Source: an optimization exercise on an open RTL-to-GDS flow (aim: small area, a short achievable clock period and few clock cycles per item). Production flows keep margins and buffers that such runs may drop. No run shown here included a check of the RTL's function; only the layout flow was run. No activity file was given, so power comes from the tool's default toggle rates.

### design/flow/design.v
`default_nettype none
package sdram_bridge_pkg;
	localparam int unsigned ADDR_W    = 24;               
	localparam int unsigned DATA_W    = 16;               
	localparam int unsigned LEN_W     = 7;                
	localparam int unsigned MAX_BURST = 64;
	localparam int unsigned TX_DEPTH  = 64;
	localparam int unsigned RX_DEPTH  = 64;
endpackage
`default_nettype wire
`default_nettype none
module sync_fifo #(
	parameter int unsigned WIDTH = 16,
	parameter int unsigned DEPTH = 64
) (
	input  wire                         sys_clk,
	input  wire                         we_i,
	input  wire  [$clog2(DEPTH)-1:0]    waddr_i,
	input  wire  [WIDTH-1:0]            wdata_i,
	input  wire                         re_i,
	input  wire  [$clog2(DEPTH)-1:0]    raddr_i,
	output logic [WIDTH-1:0]            rdata_o
);
	logic [WIDTH-1:0] mem [DEPTH];   
	always_ff @(posedge sys_clk) begin
		if (we_i)
			mem[waddr_i] <= wdata_i;
	end
	always_ff @(posedge sys_clk) begin
		if (re_i)
			rdata_o <= mem[raddr_i];
	end
endmodule
`default_nettype wire
`default_nettype none
module wr_burst_engine
(
	input  wire                 sys_clk,
	input  wire                 sys_rst_n,
	input  wire                 init_end_i,
	input  wire                 wr_req_i,
	input  wire  [sdram_bridge_pkg::ADDR_W-1:0]   wr_addr_i,
	input  wire  [sdram_bridge_pkg::LEN_W-1:0]    wr_len_i,
	input  wire  [sdram_bridge_pkg::DATA_W-1:0]   wr_data_i,
	output logic                wr_rdy_o,
	input  wire                 sdram_wr_ack_i,
	output logic                sdram_wr_req_o,
	output logic [sdram_bridge_pkg::ADDR_W-1:0]   sdram_wr_addr_o,
	output logic [sdram_bridge_pkg::LEN_W-1:0]    sdram_wr_len_o,
	output logic [sdram_bridge_pkg::DATA_W-1:0]   sdram_wr_data_o
);
	localparam int unsigned PW = $clog2(sdram_bridge_pkg::TX_DEPTH);
	logic                                   rdy_q;       
	logic                                   req_q;       
	logic [sdram_bridge_pkg::ADDR_W-1:0]    req_addr;
	logic [sdram_bridge_pkg::LEN_W-1:0]     req_len;
	logic [sdram_bridge_pkg::LEN_W-1:0]     cap_rem;     
	logic                                   push_q;      
	logic [sdram_bridge_pkg::DATA_W-1:0]    wr_data_q;
	logic [PW-1:0]                          wptr;
	logic [PW-1:0]                          rptr;
	logic [sdram_bridge_pkg::LEN_W-1:0]     trans_rem;   
	logic                                   accept;
	logic                                   ack;
	logic                                   pop;
	logic                                   req_nxt;
	assign accept  = wr_req_i && rdy_q;
	assign ack     = sdram_wr_ack_i && req_q;
	assign pop     = ack || (trans_rem != '0);
	assign req_nxt = accept || (req_q && !ack);
	always_ff @(posedge sys_clk or negedge sys_rst_n) begin
		if (!sys_rst_n) begin
			rdy_q     <= 1'b0;
			req_q     <= 1'b0;
			cap_rem   <= '0;
			push_q    <= 1'b0;
			wptr      <= '0;
			rptr      <= '0;
			trans_rem <= '0;
		end else begin
			rdy_q  <= init_end_i && !req_nxt;
			req_q  <= req_nxt;
			push_q <= accept || (cap_rem != '0);
			if (accept)
				cap_rem <= wr_len_i - 1'b1;
			else if (cap_rem != '0)
				cap_rem <= cap_rem - 1'b1;
			if (push_q)
				wptr <= wptr + 1'b1;
			if (pop)
				rptr <= rptr + 1'b1;
			if (ack)
				trans_rem <= req_len - 1'b1;
			else if (trans_rem != '0)
				trans_rem <= trans_rem - 1'b1;
		end
	end
	always_ff @(posedge sys_clk) begin
		wr_data_q <= wr_data_i;
		if (accept) begin
			req_addr <= wr_addr_i;
			req_len  <= wr_len_i;
		end
	end
	assign wr_rdy_o        = rdy_q;
	assign sdram_wr_req_o  = req_q;
	assign sdram_wr_addr_o = req_addr;
	assign sdram_wr_len_o  = req_len;
	sync_fifo #(
		.WIDTH (sdram_bridge_pkg::DATA_W),
		.DEPTH (sdram_bridge_pkg::TX_DEPTH)
	) u_tx_buf (
		.sys_clk (sys_clk),
		.we_i    (push_q),
		.waddr_i (wptr),
		.wdata_i (wr_data_q),
		.re_i    (pop),
		.raddr_i (rptr),
		.rdata_o (sdram_wr_data_o)
	);
endmodule
`default_nettype wire
`default_nettype none
module rd_burst_engine
(
	input  wire                 sys_clk,
	input  wire                 sys_rst_n,
	input  wire                 init_end_i,
	input  wire                 rd_req_i,
	input  wire  [sdram_bridge_pkg::ADDR_W-1:0]   rd_addr_i,
	input  wire  [sdram_bridge_pkg::LEN_W-1:0]    rd_len_i,
	output logic                rd_rdy_o,
	output logic                rd_valid_o,
	output logic [sdram_bridge_pkg::DATA_W-1:0]   rd_data_o,
	input  wire                 sdram_rd_ack_i,
	input  wire                 sdram_rd_valid_i,
	input  wire  [sdram_bridge_pkg::DATA_W-1:0]   sdram_rd_data_i,
	output logic                sdram_rd_req_o,
	output logic [sdram_bridge_pkg::ADDR_W-1:0]   sdram_rd_addr_o,
	output logic [sdram_bridge_pkg::LEN_W-1:0]    sdram_rd_len_o
);
	localparam int unsigned PW = $clog2(sdram_bridge_pkg::RX_DEPTH);
	logic                                   rdy_q;       
	logic                                   req_q;       
	logic [sdram_bridge_pkg::ADDR_W-1:0]    req_addr;
	logic [sdram_bridge_pkg::LEN_W-1:0]     req_len;
	logic                                   fill_on;     
	logic [sdram_bridge_pkg::LEN_W-1:0]     fill_rem;    
	logic                                   fill_last;   
	logic                                   vin_q;       
	logic [sdram_bridge_pkg::DATA_W-1:0]    din_q;
	logic [PW:0]                            wptr;
	logic [PW:0]                            rptr;
	logic [PW:0]                            cptr;        
	logic                                   valid_q;
	logic                                   accept;
	logic                                   ack;
	logic                                   push;
	logic                                   fill_done;
	logic                                   pop;
	logic                                   req_nxt;
	assign accept    = rd_req_i && rdy_q;
	assign ack       = sdram_rd_ack_i && req_q;
	assign req_nxt   = accept || (req_q && !ack);
	assign push      = vin_q && fill_on;
	assign fill_done = push && fill_last;
	assign pop       = (rptr != cptr);   
	always_ff @(posedge sys_clk or negedge sys_rst_n) begin
		if (!sys_rst_n) begin
			rdy_q     <= 1'b0;
			req_q     <= 1'b0;
			fill_on   <= 1'b0;
			fill_rem  <= '0;
			fill_last <= 1'b0;
			vin_q     <= 1'b0;
			wptr      <= '0;
			rptr      <= '0;
			cptr      <= '0;
			valid_q   <= 1'b0;
		end else begin
			rdy_q <= init_end_i && !req_nxt;
			req_q <= req_nxt;
			vin_q <= sdram_rd_valid_i;
			if (ack) begin
				fill_on   <= 1'b1;
				fill_rem  <= req_len;
				fill_last <= (req_len == sdram_bridge_pkg::LEN_W'(1));
			end else if (push) begin
				fill_rem  <= fill_rem - 1'b1;
				fill_last <= (fill_rem == sdram_bridge_pkg::LEN_W'(2));
				if (fill_last)
					fill_on <= 1'b0;
			end
			if (push)
				wptr <= wptr + 1'b1;
			if (fill_done)
				cptr <= wptr + 1'b1;
			if (pop)
				rptr <= rptr + 1'b1;
			valid_q <= pop;
		end
	end
	always_ff @(posedge sys_clk) begin
		din_q <= sdram_rd_data_i;
		if (accept) begin
			req_addr <= rd_addr_i;
			req_len  <= rd_len_i;
		end
	end
	assign rd_rdy_o        = rdy_q;
	assign sdram_rd_req_o  = req_q;
	assign sdram_rd_addr_o = req_addr;
	assign sdram_rd_len_o  = req_len;
	assign rd_valid_o      = valid_q;
	sync_fifo #(
		.WIDTH (sdram_bridge_pkg::DATA_W),
		.DEPTH (sdram_bridge_pkg::RX_DEPTH)
	) u_rx_buf (
		.sys_clk (sys_clk),
		.we_i    (push),
		.waddr_i (wptr[PW-1:0]),
		.wdata_i (din_q),
		.re_i    (pop),
		.raddr_i (rptr[PW-1:0]),
		.rdata_o (rd_data_o)
	);
endmodule
`default_nettype wire
`default_nettype none
module sdram_fifo_bridge
(
	input  wire                 sys_clk,
	input  wire                 sys_rst_n,
	input  wire                 init_end_i,        
	input  wire                 wr_req_i,
	input  wire  [sdram_bridge_pkg::ADDR_W-1:0]   wr_addr_i,
	input  wire  [sdram_bridge_pkg::LEN_W-1:0]    wr_len_i,
	input  wire  [sdram_bridge_pkg::DATA_W-1:0]   wr_data_i,
	output logic                wr_rdy_o,
	input  wire                 rd_req_i,
	input  wire  [sdram_bridge_pkg::ADDR_W-1:0]   rd_addr_i,
	input  wire  [sdram_bridge_pkg::LEN_W-1:0]    rd_len_i,
	output logic                rd_rdy_o,
	output logic                rd_valid_o,
	output logic [sdram_bridge_pkg::DATA_W-1:0]   rd_data_o,
	input  wire                 sdram_wr_ack_i,
	output logic                sdram_wr_req_o,
	output logic [sdram_bridge_pkg::ADDR_W-1:0]   sdram_wr_addr_o,
	output logic [sdram_bridge_pkg::LEN_W-1:0]    sdram_wr_len_o,
	output logic [sdram_bridge_pkg::DATA_W-1:0]   sdram_wr_data_o,
	input  wire                 sdram_rd_ack_i,
	input  wire                 sdram_rd_valid_i,
	input  wire  [sdram_bridge_pkg::DATA_W-1:0]   sdram_rd_data_i,
	output logic                sdram_rd_req_o,
	output logic [sdram_bridge_pkg::ADDR_W-1:0]   sdram_rd_addr_o,
	output logic [sdram_bridge_pkg::LEN_W-1:0]    sdram_rd_len_o
);
	wr_burst_engine u_wr_engine (
		.sys_clk         (sys_clk),
		.sys_rst_n       (sys_rst_n),
		.init_end_i      (init_end_i),
		.wr_req_i        (wr_req_i),
		.wr_addr_i       (wr_addr_i),
		.wr_len_i        (wr_len_i),
		.wr_data_i       (wr_data_i),
		.wr_rdy_o        (wr_rdy_o),
		.sdram_wr_ack_i  (sdram_wr_ack_i),
		.sdram_wr_req_o  (sdram_wr_req_o),
		.sdram_wr_addr_o (sdram_wr_addr_o),
		.sdram_wr_len_o  (sdram_wr_len_o),
		.sdram_wr_data_o (sdram_wr_data_o)
	);
	rd_burst_engine u_rd_engine (
		.sys_clk          (sys_clk),
		.sys_rst_n        (sys_rst_n),
		.init_end_i       (init_end_i),
		.rd_req_i         (rd_req_i),
		.rd_addr_i        (rd_addr_i),
		.rd_len_i         (rd_len_i),
		.rd_rdy_o         (rd_rdy_o),
		.rd_valid_o       (rd_valid_o),
		.rd_data_o        (rd_data_o),
		.sdram_rd_ack_i   (sdram_rd_ack_i),
		.sdram_rd_valid_i (sdram_rd_valid_i),
		.sdram_rd_data_i  (sdram_rd_data_i),
		.sdram_rd_req_o   (sdram_rd_req_o),
		.sdram_rd_addr_o  (sdram_rd_addr_o),
		.sdram_rd_len_o   (sdram_rd_len_o)
	);
endmodule
`default_nettype wire
### design/flow/config.mk
export PLATFORM = sky130hd
export DESIGN_NAME = sdram_fifo_bridge
export DESIGN_NICKNAME = sdram_fifo_bridge
export VERILOG_FILES = /design/flow/design.v
export SDC_FILE = /design/flow/constraint.sdc
export NUM_CORES = 4
export LEC_CHECK = 0
export CAP_MARGIN = 20
export CORE_MARGIN = 2
export CORE_UTILIZATION = 40
export PLACE_DENSITY = 0.55
export SETUP_SLACK_MARGIN = 3.0
export SLEW_MARGIN = 20
### design/flow/run.sh
#!/bin/bash
# synth_recipe.tcl (not shown) runs the flow's synth.tcl, then flattens the netlist and writes it again
# the make line also repeats each setting of config.mk as NAME=value (left out here)
make -C /OpenROAD-flow-scripts/flow DESIGN_CONFIG=/design/flow/config.mk WORK_HOME=/design/flow/orfs CLKGATE_MAP_FILE= SYNTH_SCRIPT=/design/flow/synth_recipe.tcl finish
### design/flow/constraint.sdc
create_clock -name core_clock -period 5.5 [get_ports {sys_clk}]
set_input_delay 1.1000 -clock core_clock [delete_from_list [all_inputs] [get_ports {sys_clk}]]
set_output_delay 1.1000 -clock core_clock [all_outputs]
set_load 0.01 [all_outputs]
==> impl_metrics.tcl, run 1 <==
set metrics [dict create \
    drt_first_pass_iters 5 \
    powerDensity_nw_per_um2 515 \
    power.total_uw 53200 \
    syn_area_per_cell_um2 21.5 \
    yosysUniqueCellTypes 59 \
    cp_data_arrival_time_ns 3.34 \
    via_count 41790 \
    area_growth_pct 21.0 \
    postSynth.asyncResetShare 0.0282 \
    clk_pin_slew_worst_paths_ns 0.06 \
    die_w_um 466 \
    port_buffers 200 \
    synthCells 3967 \
    worstSetupPathType "register to register" \
    cts.sinks 2237 \
    status "complete, no violations" \
    synth_flop_cell "edfxtp_1" \
    cts_buffers 228 \
    layout_commonest_cell "edfxtp_1" \
    rows 169 \
    grt_pass1_vias 42249 \
    drv_cap 0 \
    grt_usage 0.201 \
    multi_input_area_um2 19200 \
    final_cell_mix "edfxtp_1, mux4_2, buf_4, clkbuf_16, nor2_1" \
    h-tree-depth 4 \
    drv_slew 0 \
    nNetsFinal 4690 \
    fillCellCount 17244 \
    leakage_uw 0.0332 \
    final.setup.worst_slack_ns 2.77 \
    drtAntennaViolNets 0 \
    cp_data_required_time_ns 6.11 \
    antenna_found_initial 9 \
    cpMaxStageDelayCell "dfrtp_4" \
    post-route-period-util 0.497 \
    cts_tree "built" \
    rsz0062_at_grt "true" \
    drt-met1-wl_um 90100 \
    root_buffer "clkbuf_16" \
    syn_nets 4077 \
    overflow 0 \
    dr.max_layer_used "met4" \
    gp_congestion 0.811 \
    clk_latency_ns 0.89 \
    finalHoldViolations 0 \
    die_h_um 466 \
    regArea_um2 66600 \
    clock_path_buffers 3 \
    setup_viol 0 \
    setup_tns_ns 0 \
    yosysSeqAreaShare 0.779 \
    grt_start_max_net_pins 65 \
    io-pin-count 201 \
    start_util 0.403 \
    path_max_fanout 7 \
    final.min_clock_period_ns 2.73 \
    maxSlewHeadroom 0.388 \
    worst_ir_drop_vdd_uv 400 \
    pre_cts_slack_ns 1.57 \
    min_path_type "primary input to async pin" \
    drt_wl_total_um 221000 \
    hpwl_um 122000 \
    wl_met3_um 10500 \
    ys_ff_latch 2237 \
    synth_edf_count 2142 \
    critPathLaunchType "register" \
    clock_skew_ns 0.0506 \
    slowest_delay_ns 0.57 \
    cp_cell_sequence "buf_6 -> buf_16 -> buf_4 -> mux4_2 -> a22oi_2 -> nand3_2 -> a311o_1 -> o22a_1" \
    wl_met2_um 114000 \
    crit_path_end_kind "register" \
    initialDrtViolationCount 4276 \
    avgRoutedWirePerCell_um 29.1 \
    avgViaCountPerCell 5.50 \
    die_area_um2 217000 \
    drive_above_1_share 0.341 \
    grt_pass1_wl_um 313000 \
    yosysWarnings 3 \
    worstMarginPinSlew_ns 0.918 \
    drc 0 \
    syn-cell-area_um2 85400 \
    core_um2 212000 \
    fmax_ghz 0.366 \
]
## sequential cells by signal, indices dropped and copies added (netlist names), 6 cells and up
register,cells
u_rd_engine.cptr,7
u_rd_engine.din_q,16
u_rd_engine.fill_rem,7
u_rd_engine.req_addr,24
u_rd_engine.req_len,7
u_rd_engine.rptr,7
u_rd_engine.u_rx_buf.mem,1024
u_rd_engine.u_rx_buf.rdata_o,16
u_rd_engine.wptr,7
u_wr_engine.cap_rem,7
u_wr_engine.req_addr,24
u_wr_engine.req_len,7
u_wr_engine.rptr,6
u_wr_engine.trans_rem,7
u_wr_engine.u_tx_buf.mem,1024
u_wr_engine.u_tx_buf.rdata_o,16
u_wr_engine.wptr,6
u_wr_engine.wr_data_q,16
## through the flow
step | instance area, um2 | hold slack [ns] | cells | utilization
floorplan | 85400 | 0.462 | 3967 | -
global placement | 91700 | 0.475 | 6977 | 0.432
detailed placement | 91700 | 0.484 | 6978 | 0.432
CTS | 102000 | 0.288 | 7550 | 0.481
global route | 103000 | 0.323 | 7603 | 0.487
finish | 103000 | 0.297 | 7605 | 0.487
## metal layers
metal,vias to the layer above,global-route usage
li1,17780,-
met1,22521,0.266
met2,1170,0.349
met3,319,0.0281
met4,0,0.0515
met5,-,0
## worst max-delay path, delay by kind of cell, from the launching register on
family	cells	cell delay [ns]
AOI/OAI and AO/OA	3	0.87
muxes	1	0.43
buffers and inverters	3	0.44
DFF	1	0.57
and+or+nand+nor	1	0.14
## path summary, 6_finish.rpt
kind	start	end	slack, ns	cells after the start
worst max-delay path	u_rd_engine.rptr[0]	u_rd_engine.u_rx_buf.rdata_o[8]	2.77	8
worst min-delay path	sys_rst_n	u_rd_engine.valid_q	0.30	1
worst max register to register	u_rd_engine.rptr[0]	u_rd_engine.u_rx_buf.rdata_o[8]	2.77	8
worst min register to register	u_rd_engine.wptr[6]	u_rd_engine.wptr[6]	0.49	1
max in group asynchronous	sys_rst_n	u_wr_engine.rptr[4]	4.19	2
min in group core_clock	u_rd_engine.wptr[6]	u_rd_engine.wptr[6]	0.49	1
## cell families after synthesis
logic type / synth area share
muxes: 0.151
buffers and inverters: 0.0139
DFF: 0.779
adders and majority gates: 0.00117
AOI/OAI and AO/OA: 0.0237
and+or+nand+nor: 0.0259
xor gates and xnor gates: 0.00503
## report_power, final
| part | internal, uW | leakage [uW] | switching (uW) |
|---|---|---|---|
| clock | 8750 | 0.00365 | 6670 |
| sequential | 19900 | 0.0204 | 761 |
| combinational | 7860 | 0.00920 | 9190 |
## area by class of cell
type                    count  area share
diodes                      3   0.0000727
clock buffers             309      0.0598
clock inverters           122      0.0133
inverters                  11    0.000485
multi-input cells        1505       0.186
flip-flops and latches   2237       0.645
well taps                2821      0.0342
repair buffers            595      0.0612
repair inverters            2    0.000145
## synthesized netlist by cell type, drive strengths merged (20+ instances only)
cell type	instances	share of area
buf	120	0.0092
nand3	37	0.0022
dfxtp	32	0.0075
xnor2	34	0.0035
nand4	30	0.0023
nor2	195	0.0086
a21oi	31	0.0018
edfxtp	2142	0.75
a22oi	60	0.0053
o21ai	45	0.0026
mux4	479	0.13
nor2b	37	0.0027
nand2	99	0.0044
o22ai	34	0.0025
mux2i	195	0.023
dfrtp	63	0.018
clkbuf	94	0.0042
a221oi	20	0.0021
a211oi	20	0.0018
## repair_timing
item | CTS | global route
cloned | 24 | 9
gates resized for setup | 710 | 121
hold buffers | 0 | 0
setup endpoints to repair | 610 | 438
pin swaps | 42 | 57
setup buffers | 117 | 43
==> run 2, diff against run 1 <==
--- a/design/flow/design.v
+++ b/design/flow/design.v
@@ -146,11 +146,11 @@
 	logic [sdram_bridge_pkg::LEN_W-1:0]     req_len;
 	logic                                   fill_on;     
-	logic [sdram_bridge_pkg::LEN_W-1:0]     fill_rem;    
-	logic                                   fill_last;   
+	logic [sdram_bridge_pkg::LEN_W-1:0]     fill_len;
+	logic [sdram_bridge_pkg::LEN_W-1:0]     fill_cnt;    
 	logic                                   vin_q;       
 	logic [sdram_bridge_pkg::DATA_W-1:0]    din_q;
-	logic [PW:0]                            wptr;
-	logic [PW:0]                            rptr;
-	logic [PW:0]                            cptr;        
+	logic [PW-1:0]                          wptr;
+	logic [PW-1:0]                          rptr;
+	logic [sdram_bridge_pkg::LEN_W-1:0]     ready_cnt;   
 	logic                                   valid_q;
 	logic                                   accept;
@@ -164,6 +164,6 @@
 	assign req_nxt   = accept || (req_q && !ack);
 	assign push      = vin_q && fill_on;
-	assign fill_done = push && fill_last;
-	assign pop       = (rptr != cptr);   
+	assign fill_done = push && (fill_cnt + 1'b1 == fill_len);
+	assign pop       = (ready_cnt != '0);
 	always_ff @(posedge sys_clk or negedge sys_rst_n) begin
 		if (!sys_rst_n) begin
@@ -171,10 +171,9 @@
 			req_q     <= 1'b0;
 			fill_on   <= 1'b0;
-			fill_rem  <= '0;
-			fill_last <= 1'b0;
+			fill_cnt  <= '0;
 			vin_q     <= 1'b0;
 			wptr      <= '0;
 			rptr      <= '0;
-			cptr      <= '0;
+			ready_cnt <= '0;
 			valid_q   <= 1'b0;
 		end else begin
@@ -183,20 +182,17 @@
 			vin_q <= sdram_rd_valid_i;
 			if (ack) begin
-				fill_on   <= 1'b1;
-				fill_rem  <= req_len;
-				fill_last <= (req_len == sdram_bridge_pkg::LEN_W'(1));
+				fill_on  <= 1'b1;
+				fill_cnt <= '0;
+			end else if (fill_done) begin
+				fill_on  <= 1'b0;
 			end else if (push) begin
-				fill_rem  <= fill_rem - 1'b1;
-				fill_last <= (fill_rem == sdram_bridge_pkg::LEN_W'(2));
-				if (fill_last)
-					fill_on <= 1'b0;
+				fill_cnt <= fill_cnt + 1'b1;
 			end
 			if (push)
 				wptr <= wptr + 1'b1;
-			if (fill_done)
-				cptr <= wptr + 1'b1;
 			if (pop)
 				rptr <= rptr + 1'b1;
-			valid_q <= pop;
+			ready_cnt <= ready_cnt - pop + (fill_done ? fill_len : '0);
+			valid_q   <= pop;
 		end
 	end
@@ -207,4 +203,6 @@
 			req_len  <= rd_len_i;
 		end
+		if (ack)
+			fill_len <= req_len;
 	end
 	assign rd_rdy_o        = rdy_q;
@@ -219,8 +217,8 @@
 		.sys_clk (sys_clk),
 		.we_i    (push),
-		.waddr_i (wptr[PW-1:0]),
+		.waddr_i (wptr),
 		.wdata_i (din_q),
 		.re_i    (pop),
-		.raddr_i (rptr[PW-1:0]),
+		.raddr_i (rptr),
 		.rdata_o (rd_data_o)
 	);
--- a/design/flow/config.mk
+++ b/design/flow/config.mk
@@ -10,4 +10,3 @@
 export CORE_UTILIZATION = 40
 export PLACE_DENSITY = 0.55
-export SETUP_SLACK_MARGIN = 3.0
 export SLEW_MARGIN = 20
==> impl_metrics.tcl, run 2 <==
set metrics [dict create \
    status "complete, no violations" \
    grt_use_met2 0.314 \
    leakage_uw 0.0308 \
    worstSetupPathType "register to register" \
    clock_skew_ns 0.0251 \
    avgViaCountPerCell 5.55 \
    path_max_fanout 8 \
    port_buffers 200 \
    drt_wl_total_um 211000 \
    die_area_um2 214000 \
    area_growth_pct 16.5 \
    synth.most_common_cell "edfxtp_1" \
    yosys-top-cells-count "edfxtp_1, mux4_2, nor2_1" \
    clock_path_buffers 3 \
    nNetsFinal 4372 \
    via_count 40264 \
    place_inst 6828 \
    stdcell_area_um2 98100 \
    gp_congestion 0.821 \
    drt_first_pass_iters 5 \
    final.min_clock_period_ns 3.94 \
    die_w_um 463 \
    postSynth.asyncResetShare 0.0268 \
    maxSlewHeadroom 0.259 \
    syn_area_per_cell_um2 22.1 \
    fmax_ghz 0.254 \
    hpwl_um 125000 \
    layout_commonest_cell "edfxtp_1" \
    die_h_um 463 \
    grt_start_max_net_pins 68 \
    synth_edf_count 2149 \
    drc 0 \
    cts.repair.resized 0 \
    grt_pass1_wl_um 302000 \
    critPathLaunchType "register" \
    ys_ff_latch 2241 \
    grt_pass1_vias 40825 \
    core_um2 209000 \
    hold_ws_ns 0.107 \
    yosysSeqAreaShare 0.792 \
    overflow 0 \
    synth_xor_xnor_area_share 0.00437 \
    met1_usage 0.274 \
    antenna_found_initial 10 \
    yosysUniqueCellTypes 60 \
    post_dp_cell_area_um2 90800 \
    ctsHoldBuffers 0 \
    cts_tree "built" \
    synth_flop_cell "edfxtp_1" \
    io-pin-count 201 \
    final_cell_mix "edfxtp_1, mux4_2, clkbuf_16, clkdlybuf4s50_1, buf_4" \
    use_met3 0.0364 \
    worst_ir_drop_vdd_uv 422 \
    root_buffer "clkbuf_16" \
    setup_tns_ns 0 \
    top_usage_layer "met2" \
    post-route-period-util 0.716 \
    cts_setup_buffers 0 \
    rsz0062_at_grt "false" \
    synth_top_area_frac 0.766 \
    h-tree-depth 4 \
    yosysWarnings 3 \
    rows 168 \
    final_cells 7256 \
    ys_top_cells_by_area "edfxtp_1, mux4_2, dfrtp_1" \
    synth-simple-area-share 0.0226 \
    muxShareOfSynthArea 0.141 \
    drive_above_1_share 0.252 \
    cts_buffers 225 \
    drv_slew 0 \
    synth_top_family_by_area "multiplexers" \
    crit_path_end_kind "register" \
    clk_pin_slew_worst_paths_ns 0.06 \
    drtAntennaViolNets 0 \
    powerDensity_nw_per_um2 499 \
    cts.sinks 2241 \
    setup_viol 0 \
    finalHoldViolations 0 \
    worstMarginPinSlew_ns 1.11 \
    initialDrtViolationCount 4826 \
    largestRegisters "u_rd_engine.u_rx_buf.mem (1024), u_wr_engine.u_tx_buf.mem (1024)" \
    cp_data_arrival_time_ns 4.71 \
    grt_usage 0.196 \
    start_util 0.402 \
    syn_nets 3924 \
    synth_adder_area_share 0.00306 \
    avgRoutedWirePerCell_um 29.1 \
    drv_cap 0 \
    min_path_type "primary input to async pin" \
    synthCells 3802 \
    clk_latency_ns 0.86 \
    yosys.area.top_type "edfxtp_1" \
    cp_data_required_time_ns 6.27 \
    syn-cell-area_um2 84200 \
    synth_compound_area_frac 0.0260 \
]
-- run 2: stage by stage --
| stage | power (uW) | setup WS [ns] | utilization |
|---|---|---|---|
| 3_3_place_gp | 34400 | 1.58 | 0.434 |
| 6_report | 48900 | 1.56 | 0.469 |
| 5_1_grt | 50800 | 1.27 | 0.469 |
| 2_1_floorplan | 29100 | 1.94 | - |
| 4_1_cts | 49500 | 1.56 | 0.469 |
| 3_5_place_dp | 34400 | 1.59 | 0.434 |
-- run 2: power by group --
group | switching [uW] | internal [uW]
Combinational | 7430 | 5450
Sequential | 938 | 20000
Clock | 6430 | 8630
Total | 14800 | 34100
-- run 2: cells by family (layout without fill, tap and decap cells) --
kind of cell / count (synthesis) / count (layout)
XOR/XNOR: 42 / 42
AND/OR/NAND/NOR: 410 / 410
AO/OA/AOI/OAI: 320 / 320
multiplexers: 544 / 544
adder cells (fa/ha/maj): 20 / 20
buffers and inverters: 225 / 872
flip-flops: 2241 / 2241
other: 0 / 2
-- run 2: path summary, 6_finish.rpt --
| check | end | depth (start not counted) | from | slack [ns] |
|---|---|---|---|---|
| min in group core_clock | u_rd_engine.fill_len[2] | 0 | u_rd_engine.req_len[2] | 0.46 |
| max | u_rd_engine.ready_cnt[6] | 14 | u_rd_engine.fill_cnt[2] | 1.56 |
| max reg2reg | u_rd_engine.ready_cnt[6] | 14 | u_rd_engine.fill_cnt[2] | 1.56 |
| min reg2reg | u_rd_engine.fill_len[2] | 0 | u_rd_engine.req_len[2] | 0.46 |
| max in group asynchronous | u_rd_engine.rptr[0] | 2 | sys_rst_n | 4.17 |
| min | u_wr_engine.cap_rem[1] | 1 | sys_rst_n | 0.11 |
-- run 2: metal layers --
layer  part of all wire  vias up
met5            0.00013        -
met4              0.026        4
met3              0.066      290
met2               0.49     1369
met1               0.42    21642
li1                   -    16959
-- run 2: area by class of cell --
cell class / count / area (um2)
tap: 2805 / 3510
multi-input combinational: 1336 / 16600
fill: 17420 / 111000
sequential: 2241 / 66700
clock inverter: 112 / 945
inverter: 31 / 116
antenna: 2 / 5.00
timing repair buffer: 415 / 3840
clock buffer: 314 / 6330
-- run 2: critical path, stage by stage (launching register included) --
cell and delay [ns]:
dfrtp_1 0.46, nand3_2 0.21, o21a_1 0.25, or4_4 0.54, a2111oi_4 0.57, nand2_1 0.12
ha_1 0.30, inv_1 0.06, fa_1 0.40, a21o_1 0.18, a21oi_1 0.21, o21bai_1 0.09
a21oi_1 0.17, xnor2_1 0.16, xnor2_1 0.14

what the ideal ports hide:
The flow's constraints put no driver on any port. The routed layouts listed below were extracted and timed again, unchanged, in two steps. Step 1: set_driving_cell puts a clkbuf_16 on sys_clk and a buf_2 on each other input, an assumption about the parent block. Step 2 times the ports against the registers' clock, not the clock port: input delays grow and output delays shrink by t, the midpoint of the rising clock arrivals with the driver on. a / b / c = ideal ports / drivers / drivers and shift; a / b = the first two.
| run | t (ns) | setup slack, ns | clock arrival spread, ns |
|---|---|---|---|
| run 1 | 0.949 | 2.766 / 2.738 / 2.186 | 0.055 / 0.056 |
| run 2 | 0.928 | 1.560 / 1.560 / 1.560 | 0.033 / 0.033 |
After both steps every run listed still meets setup and hold. The setup slack of run 1, which loses most, moves by -0.028 ns with the drivers and by -0.580 ns with both steps.
